From an optimization exercise on the open Yosys and OpenROAD flow, aimed at small area and a short achievable clock period; shortcuts taken in it are not production practice.
Function not checked in this run: the RTL went through the layout flow alone.
No activity file was given, so power comes from the tool's default toggle rates.

==> flow/run.sh <==
#!/bin/bash
# synth_recipe.tcl (not shown) runs the flow's synth.tcl, then flattens the netlist and writes it again
# the make line also repeats each setting of config.mk as NAME=value (left out here)
make -C /OpenROAD-flow-scripts/flow DESIGN_CONFIG=/design/flow/config.mk WORK_HOME=/design/flow/orfs CLKGATE_MAP_FILE= SYNTH_SCRIPT=/design/flow/synth_recipe.tcl finish
==> flow/config.mk <==
export PLATFORM = sky130hd
export DESIGN_NAME = divTop
export DESIGN_NICKNAME = divTop
export VERILOG_FILES = /design/flow/design.v
export SDC_FILE = /design/flow/constraint.sdc
export NUM_CORES = 4
export LEC_CHECK = 0
export CAP_MARGIN = 20
export CORE_MARGIN = 2
export CORE_UTILIZATION = 40
export SETUP_SLACK_MARGIN = 5
export SLEW_MARGIN = 20
==> flow/constraint.sdc <==
create_clock -name core_clock -period 11.0 [get_ports {clk}]
set_input_delay 2.2000 -clock core_clock [delete_from_list [all_inputs] [get_ports {clk}]]
set_output_delay 2.2000 -clock core_clock [all_outputs]
set_load 0.01 [all_outputs]
==> flow/design.v <==
`timescale 1ns/1ps
module divTop (
    input  logic        clk,
    input  logic        arstN,
    input  logic        inValid,
    input  logic [15:0] dividend,
    input  logic [15:0] divisor,
    output logic        outValid,
    output logic [15:0] quotient,
    output logic [15:0] remainder,
    output logic        err
);
    logic [14:0] am_c, dm_c;
    logic        neg_c, err_c;
    assign am_c  = dividend[15] ? (~dividend[14:0] + 15'd1) : dividend[14:0];
    assign dm_c  = divisor[15] ? (~divisor[14:0] + 15'd1) : divisor[14:0];
    assign neg_c = dividend[15] ^ divisor[15];
    assign err_c = (dividend == 16'h8000) || (divisor[14:0] == 15'd0);
    logic [0:0] s0;
    assign s0 = am_c[14];
    logic [1:0] t0;
    assign t0 = {1'b0, s0} - {1'b0, dm_c[0:0]};
    logic qb0;
    assign qb0 = ~t0[1] & (dm_c[14:1] == 14'd0);
    logic [0:0] r0;
    assign r0 = qb0 ? t0[0:0] : s0;
    logic [0:0] qs0;
    assign qs0 = qb0;
    logic [1:0] s1;
    assign s1 = {r0, am_c[13]};
    logic [2:0] t1;
    assign t1 = {1'b0, s1} - {1'b0, dm_c[1:0]};
    logic qb1;
    assign qb1 = ~t1[2] & (dm_c[14:2] == 13'd0);
    logic [1:0] r1;
    assign r1 = qb1 ? t1[1:0] : s1;
    logic [1:0] qs1;
    assign qs1 = {qs0, qb1};
    logic [12:0] ar_1;
    assign ar_1 = am_c[12:0];
    logic v_1;
    always_ff @(posedge clk or negedge arstN)
        if (!arstN) v_1 <= 1'b0;
        else        v_1 <= inValid;
    logic [14:0] d_1;
    logic [12:0] a_1;
    logic [1:0] q_1;
    logic [1:0] r_1;
    logic [0:0] neg_1;
    logic [0:0] err_1;
    always_ff @(posedge clk) begin
        d_1 <= dm_c;
        a_1 <= ar_1;
        q_1 <= qs1;
        r_1 <= r1;
        neg_1 <= neg_c;
        err_1 <= err_c;
    end
    logic [2:0] s2;
    assign s2 = {r_1, a_1[12]};
    logic [3:0] t2;
    assign t2 = {1'b0, s2} - {1'b0, d_1[2:0]};
    logic qb2;
    assign qb2 = ~t2[3] & (d_1[14:3] == 12'd0);
    logic [2:0] r2;
    assign r2 = qb2 ? t2[2:0] : s2;
    logic [2:0] qs2;
    assign qs2 = {q_1, qb2};
    logic [3:0] s3;
    assign s3 = {r2, a_1[11]};
    logic [4:0] t3;
    assign t3 = {1'b0, s3} - {1'b0, d_1[3:0]};
    logic qb3;
    assign qb3 = ~t3[4] & (d_1[14:4] == 11'd0);
    logic [3:0] r3;
    assign r3 = qb3 ? t3[3:0] : s3;
    logic [3:0] qs3;
    assign qs3 = {qs2, qb3};
    logic [4:0] s4;
    assign s4 = {r3, a_1[10]};
    logic [5:0] t4;
    assign t4 = {1'b0, s4} - {1'b0, d_1[4:0]};
    logic qb4;
    assign qb4 = ~t4[5] & (d_1[14:5] == 10'd0);
    logic [4:0] r4;
    assign r4 = qb4 ? t4[4:0] : s4;
    logic [4:0] qs4;
    assign qs4 = {qs3, qb4};
    logic [9:0] ar_2;
    assign ar_2 = a_1[9:0];
    logic v_2;
    always_ff @(posedge clk or negedge arstN)
        if (!arstN) v_2 <= 1'b0;
        else        v_2 <= v_1;
    logic [14:0] d_2;
    logic [9:0] a_2;
    logic [4:0] q_2;
    logic [4:0] r_2;
    logic [0:0] neg_2;
    logic [0:0] err_2;
    always_ff @(posedge clk) begin
        d_2 <= d_1;
        a_2 <= ar_2;
        q_2 <= qs4;
        r_2 <= r4;
        neg_2 <= neg_1;
        err_2 <= err_1;
    end
    logic [5:0] s5;
    assign s5 = {r_2, a_2[9]};
    logic [6:0] t5;
    assign t5 = {1'b0, s5} - {1'b0, d_2[5:0]};
    logic qb5;
    assign qb5 = ~t5[6] & (d_2[14:6] == 9'd0);
    logic [5:0] r5;
    assign r5 = qb5 ? t5[5:0] : s5;
    logic [5:0] qs5;
    assign qs5 = {q_2, qb5};
    logic [6:0] s6;
    assign s6 = {r5, a_2[8]};
    logic [7:0] t6;
    assign t6 = {1'b0, s6} - {1'b0, d_2[6:0]};
    logic qb6;
    assign qb6 = ~t6[7] & (d_2[14:7] == 8'd0);
    logic [6:0] r6;
    assign r6 = qb6 ? t6[6:0] : s6;
    logic [6:0] qs6;
    assign qs6 = {qs5, qb6};
    logic [7:0] s7;
    assign s7 = {r6, a_2[7]};
    logic [8:0] t7;
    assign t7 = {1'b0, s7} - {1'b0, d_2[7:0]};
    logic qb7;
    assign qb7 = ~t7[8] & (d_2[14:8] == 7'd0);
    logic [7:0] r7;
    assign r7 = qb7 ? t7[7:0] : s7;
    logic [7:0] qs7;
    assign qs7 = {qs6, qb7};
    logic [6:0] ar_3;
    assign ar_3 = a_2[6:0];
    logic v_3;
    always_ff @(posedge clk or negedge arstN)
        if (!arstN) v_3 <= 1'b0;
        else        v_3 <= v_2;
    logic [14:0] d_3;
    logic [6:0] a_3;
    logic [7:0] q_3;
    logic [7:0] r_3;
    logic [0:0] neg_3;
    logic [0:0] err_3;
    always_ff @(posedge clk) begin
        d_3 <= d_2;
        a_3 <= ar_3;
        q_3 <= qs7;
        r_3 <= r7;
        neg_3 <= neg_2;
        err_3 <= err_2;
    end
    logic [8:0] s8;
    assign s8 = {r_3, a_3[6]};
    logic [9:0] t8;
    assign t8 = {1'b0, s8} - {1'b0, d_3[8:0]};
    logic qb8;
    assign qb8 = ~t8[9] & (d_3[14:9] == 6'd0);
    logic [8:0] r8;
    assign r8 = qb8 ? t8[8:0] : s8;
    logic [8:0] qs8;
    assign qs8 = {q_3, qb8};
    logic [9:0] s9;
    assign s9 = {r8, a_3[5]};
    logic [10:0] t9;
    assign t9 = {1'b0, s9} - {1'b0, d_3[9:0]};
    logic qb9;
    assign qb9 = ~t9[10] & (d_3[14:10] == 5'd0);
    logic [9:0] r9;
    assign r9 = qb9 ? t9[9:0] : s9;
    logic [9:0] qs9;
    assign qs9 = {qs8, qb9};
    logic [10:0] s10;
    assign s10 = {r9, a_3[4]};
    logic [11:0] t10;
    assign t10 = {1'b0, s10} - {1'b0, d_3[10:0]};
    logic qb10;
    assign qb10 = ~t10[11] & (d_3[14:11] == 4'd0);
    logic [10:0] r10;
    assign r10 = qb10 ? t10[10:0] : s10;
    logic [10:0] qs10;
    assign qs10 = {qs9, qb10};
    logic [3:0] ar_4;
    assign ar_4 = a_3[3:0];
    logic v_4;
    always_ff @(posedge clk or negedge arstN)
        if (!arstN) v_4 <= 1'b0;
        else        v_4 <= v_3;
    logic [14:0] d_4;
    logic [3:0] a_4;
    logic [10:0] q_4;
    logic [10:0] r_4;
    logic [0:0] neg_4;
    logic [0:0] err_4;
    always_ff @(posedge clk) begin
        d_4 <= d_3;
        a_4 <= ar_4;
        q_4 <= qs10;
        r_4 <= r10;
        neg_4 <= neg_3;
        err_4 <= err_3;
    end
    logic [11:0] s11;
    assign s11 = {r_4, a_4[3]};
    logic [12:0] t11;
    assign t11 = {1'b0, s11} - {1'b0, d_4[11:0]};
    logic qb11;
    assign qb11 = ~t11[12] & (d_4[14:12] == 3'd0);
    logic [11:0] r11;
    assign r11 = qb11 ? t11[11:0] : s11;
    logic [11:0] qs11;
    assign qs11 = {q_4, qb11};
    logic [12:0] s12;
    assign s12 = {r11, a_4[2]};
    logic [13:0] t12;
    assign t12 = {1'b0, s12} - {1'b0, d_4[12:0]};
    logic qb12;
    assign qb12 = ~t12[13] & (d_4[14:13] == 2'd0);
    logic [12:0] r12;
    assign r12 = qb12 ? t12[12:0] : s12;
    logic [12:0] qs12;
    assign qs12 = {qs11, qb12};
    logic [13:0] s13;
    assign s13 = {r12, a_4[1]};
    logic [14:0] t13;
    assign t13 = {1'b0, s13} - {1'b0, d_4[13:0]};
    logic qb13;
    assign qb13 = ~t13[14] & (d_4[14:14] == 1'd0);
    logic [13:0] r13;
    assign r13 = qb13 ? t13[13:0] : s13;
    logic [13:0] qs13;
    assign qs13 = {qs12, qb13};
    logic [0:0] ar_5;
    assign ar_5 = a_4[0:0];
    logic v_5;
    always_ff @(posedge clk or negedge arstN)
        if (!arstN) v_5 <= 1'b0;
        else        v_5 <= v_4;
    logic [14:0] d_5;
    logic [0:0] a_5;
    logic [13:0] q_5;
    logic [13:0] r_5;
    logic [0:0] neg_5;
    logic [0:0] err_5;
    always_ff @(posedge clk) begin
        d_5 <= d_4;
        a_5 <= ar_5;
        q_5 <= qs13;
        r_5 <= r13;
        neg_5 <= neg_4;
        err_5 <= err_4;
    end
    logic [14:0] s14;
    assign s14 = {r_5, a_5[0]};
    logic [15:0] t14;
    assign t14 = {1'b0, s14} - {1'b0, d_5[14:0]};
    logic qb14;
    assign qb14 = ~t14[15];
    logic [14:0] r14;
    assign r14 = qb14 ? t14[14:0] : s14;
    logic [14:0] qs14;
    assign qs14 = {q_5, qb14};
    logic [15:0] qo_c;
    assign qo_c = neg_5 ? (16'd0 - {1'b0, qs14}) : {1'b0, qs14};
    assign outValid  = v_5;
    assign quotient  = qo_c;
    assign remainder = {1'b0, r14};
    assign err       = err_5;
endmodule
==> impl_metrics.csv <==
group,metric,value,unit
run_status,outcome,"complete, no violations",
cells_and_area,final_nets,1533,
power_and_ir_drop,p_leak,6.41,nW
sta,setup_viol,0,
synthesis,synthCells,1218,
placement,post_dp_cell_area,12700,sq um
route,drt-total-wl,26500,um
cts,cts-hold-fix-buffers,0,
die,die_area,30300,sq um
sta,slew_violations,0,
cells_and_area,fin_cells,1762,
global_routing,antenna_found_initial,0,
placement,pre_cts_slack,3360,ps
cells_and_area,drive_gt1_share,22.6,%
synthesis,synth_seq_area_share,35.6,%
sta,fin_crit,5970,ps
cells_and_area,multi_input_area,7650,sq um
cells_and_area,seqCellArea,4140,sq um
route,ant_nets,0,
cells_and_area,area_delta_synth_final,27.8,%
synthesis,async_reset_ff_share,2.44,%
route,drt-initial-drc-count,279,
die,initial_core_util,40.5,%
cts,clock-root-buffer,"clkbuf_16",
sta,rsz0062_at_grt,"true",
die,rows,62,
route,wl_per_cell,15.1,um
power_and_ir_drop,peakVddDrop,0.0000951,V
global_routing,grt_usage,17.0,%
synthesis,syn_avg_cell_area,9.51,sq um
sta,period_share,54.3,%
sta,hold_violations,0,
synthesis,synth_nets,1389,
sta,worst_pin_slew,823,ps
synthesis,synth_area_leaders,"dfxtp_1 (35%), ha_1 (13%), mux2_2 (7.5%)",
cells_and_area,design_area,14800,sq um
sta,fin_hold_ws,313,ps
global_routing,grt_overflow,0,
power_and_ir_drop,power,3.30,mW
placement,place.port_buffers,67,
die,fp.coreArea,28600,sq um
setup_path,required,11390,ps
cts,cts_buffers,22,
synthesis,synth.yosys.warnings,1,
cts,htree_levels,1,
power_and_ir_drop,power.density,223,nW/um^2
cells_and_area,diodes,0,
sta,fin_worst_skew,15.3,ps
setup_path,path_buf_inv,4,
cells_and_area,final_util,51.7,%
synthesis,yosys.area.top_type_share,34.5,%
cts,cts_buffer_depth,3,
setup_path,crit_path_start_kind,"flop",
route,drc,0,
synthesis,ys.flop_type,"dfxtp_1",
synthesis,synthesis.area,11600,sq um
min_path,min_path_type,"reg2reg",
global_routing,grt_pass1_vias,8897,
sta,fin_setup_tns,0,ps
synthesis,synth.largest_area_cell,"dfxtp_1",
cells_and_area,nFillCells,2617,
route,via_per_inst,5.02,
route,first_pass_iters,5,
setup_path,critPathKind,"reg2reg",
sta,fmax,0.168,GHz
setup_path,cp_slowest_cell,"a2111o_2",
placement,placed_cells_incl_taps,1654,
cts,cts.sink_count,205,
setup_path,cpPeakStageDelay,590,ps
flow_run,maxCapViolations,0,
die,io_pins,69,
setup_path,crit_top_cell,"ha_4",
die,dieWidth,174,um
setup_path,arrival,6360,ps
sta,worst_slack,5030,ps
placement,dp_hpwl,19600,um
synthesis,synth.distinct_cells,70,
placement,gp_congestion,0.839,
synthesis,ys_seq_elements,205,
cts,insertion_delay,510,ps
setup_path,endpoint_kind,"flop",
sta,relSlewSlack,44.6,%
cts,clk_pin_slew,70,ps
route,via_count,8847,
global_routing,grt_max_degree,22,
setup_path,crit_family,"compound AO/OA/AOI/OAI gates",
cts,cts_tree,"yes",
die,die_h,174,um
synthesis,synth_edf_count,0,
global_routing,grt_pass1_wl,42700,um
setup_path,path_max_fanout,8,
## report_power, final
| group | internal (mW) | switching [mW] | total [mW] |
|---|---|---|---|
| registers | 0.833 | 0.0578 | 0.891 |
| clock network | 0.543 | 0.296 | 0.838 |
| logic | 0.805 | 0.767 | 1.57 |
## synth_stat cells, types with 5 or more instances
cell and instances:
nand3_1 16, or2_2 12, and3_1 5, a31oi_1 8
o211ai_1 5, dfxtp_1 200, a21oi_1 67, o21a_1 19
o31ai_1 18, o21ai_0 50, clkbuf_1 7, nor3_1 23
nand2b_1 16, o31a_1 8, o41ai_1 6, o21bai_1 8
a21o_1 22, mux2_2 77, a21boi_0 7, xor2_1 32
nand2_1 68, nor4_1 8, inv_1 110, or3_1 9
nor2_1 78, fa_1 14, dfrtp_1 5, mux2i_1 18
xnor2_1 81, and2_1 8, buf_2 6, nor2b_1 25
ha_1 122
## timing repair
action / in CTS / in global routing
setup buffers: 47 / 17
pin swaps: 34 / 40
gates cloned: 4 / 0
resized for setup: 90 / 64
setup endpoints to repair: 47 / 39
## layout make-up
cell class	count	share of cell area (%)
timing repair buffer	135	8.44
sequential	205	28.0
clock buffer	27	4.19
inverter	111	2.96
multi-input combinational	886	51.6
timing repair inverter	1	0.0422
clock inverter	13	1.53
tap	384	3.24
## routing by layer
layer	share of wire, %	GRT usage (%)	routed length, um	vias up
li1	-	-	-	4555
met1	43	19.5	11300	4102
met2	52	32.6	13800	143
met3	2.9	2.06	773	47
met4	2.6	5.60	688	0
met5	0	0	0	-
## flip-flops by register name (all words and copies together) (netlist names), 2 cells and up
signal	flops
q_3	8
q_1	2
q_2	5
a_3	7
r_3	8
d_2	15
d_1	15
a_2	10
r_2	5
r_1	2
d_5	15
a_4	4
r_5	14
d_3	15
r_4	11
d_4	15
a_1	13
q_4	11
q_5	14
## kinds of logic after synthesis
family | count (synthesis) | share of synthesized area, %
compound gates | 247 | 13.9
fa+ha+maj | 136 | 15.6
buf+inv | 128 | 4.28
mux | 95 | 9.04
other cells | 1 | 0.0324
simple gates | 293 | 13.0
xor+xnor | 113 | 8.54
flops | 205 | 35.6
## layout by cell type (no fill, tap or decap), types with 7 or more instances in the layout
cell type and count:
or3_1 7, mux2_2 67, mux2_4 10, nand2_1 68, o21a_1 19, o21ai_1 7
ha_1 100, o21ai_0 39, mux2i_1 16, nand2b_1 15, ha_4 18, a21oi_1 53
inv_1 103, a21oi_2 10, or2_2 11, dfxtp_1 193, o21bai_1 8, clkdlybuf4s50_1 60
clkbuf_16 23, nand3_1 16, a21o_1 22, nor3_1 22, nor4_1 8, o31ai_1 11
o31a_1 8, xor2_1 32, fa_1 9, and2_1 8, xnor2_1 81, buf_4 59
nor2_1 76, nor2b_1 19
## path summary, 6_finish.rpt
check	from	end	slack (ps)	cells after the start
hold reg to reg	q_4[7]	q_5[10]	310	0
min in group asynchronous	arstN	v_4	1920	1
setup / recovery	d_4[4]	r_5[11]	5030	26
setup reg to reg	d_4[4]	r_5[11]	5030	26
hold / removal	q_4[7]	q_5[10]	310	0
max in group asynchronous	arstN	v_3	8900	1

-- static timing again, ports no longer ideal --
Ports are ideal in the flow. The routed layout listed here was re-timed in OpenROAD. Step 1, drivers: a clkbuf_16 drives clk and a buf_2 each remaining input, both assumed. Step 2 also shifts input and output timing later by t, the mid clock arrival at the registers, as if the neighbouring blocks saw the same clock. a / b / c = ideal ports / drivers / drivers and shift; a / b = the first two.
t (ns): 0.543
setup WS [ns]: 5.032 / 5.032 / 4.989
slew at the worst register clock pin (ns): 0.07 / 0.07
worst data-port slew with drivers (ns): 0.04
cell pins on the clock port's net: 1
After both steps this run still meets setup and hold. For this run, drivers alone change the setup slack by 0.000 ns; drivers and shift together by -0.043 ns.
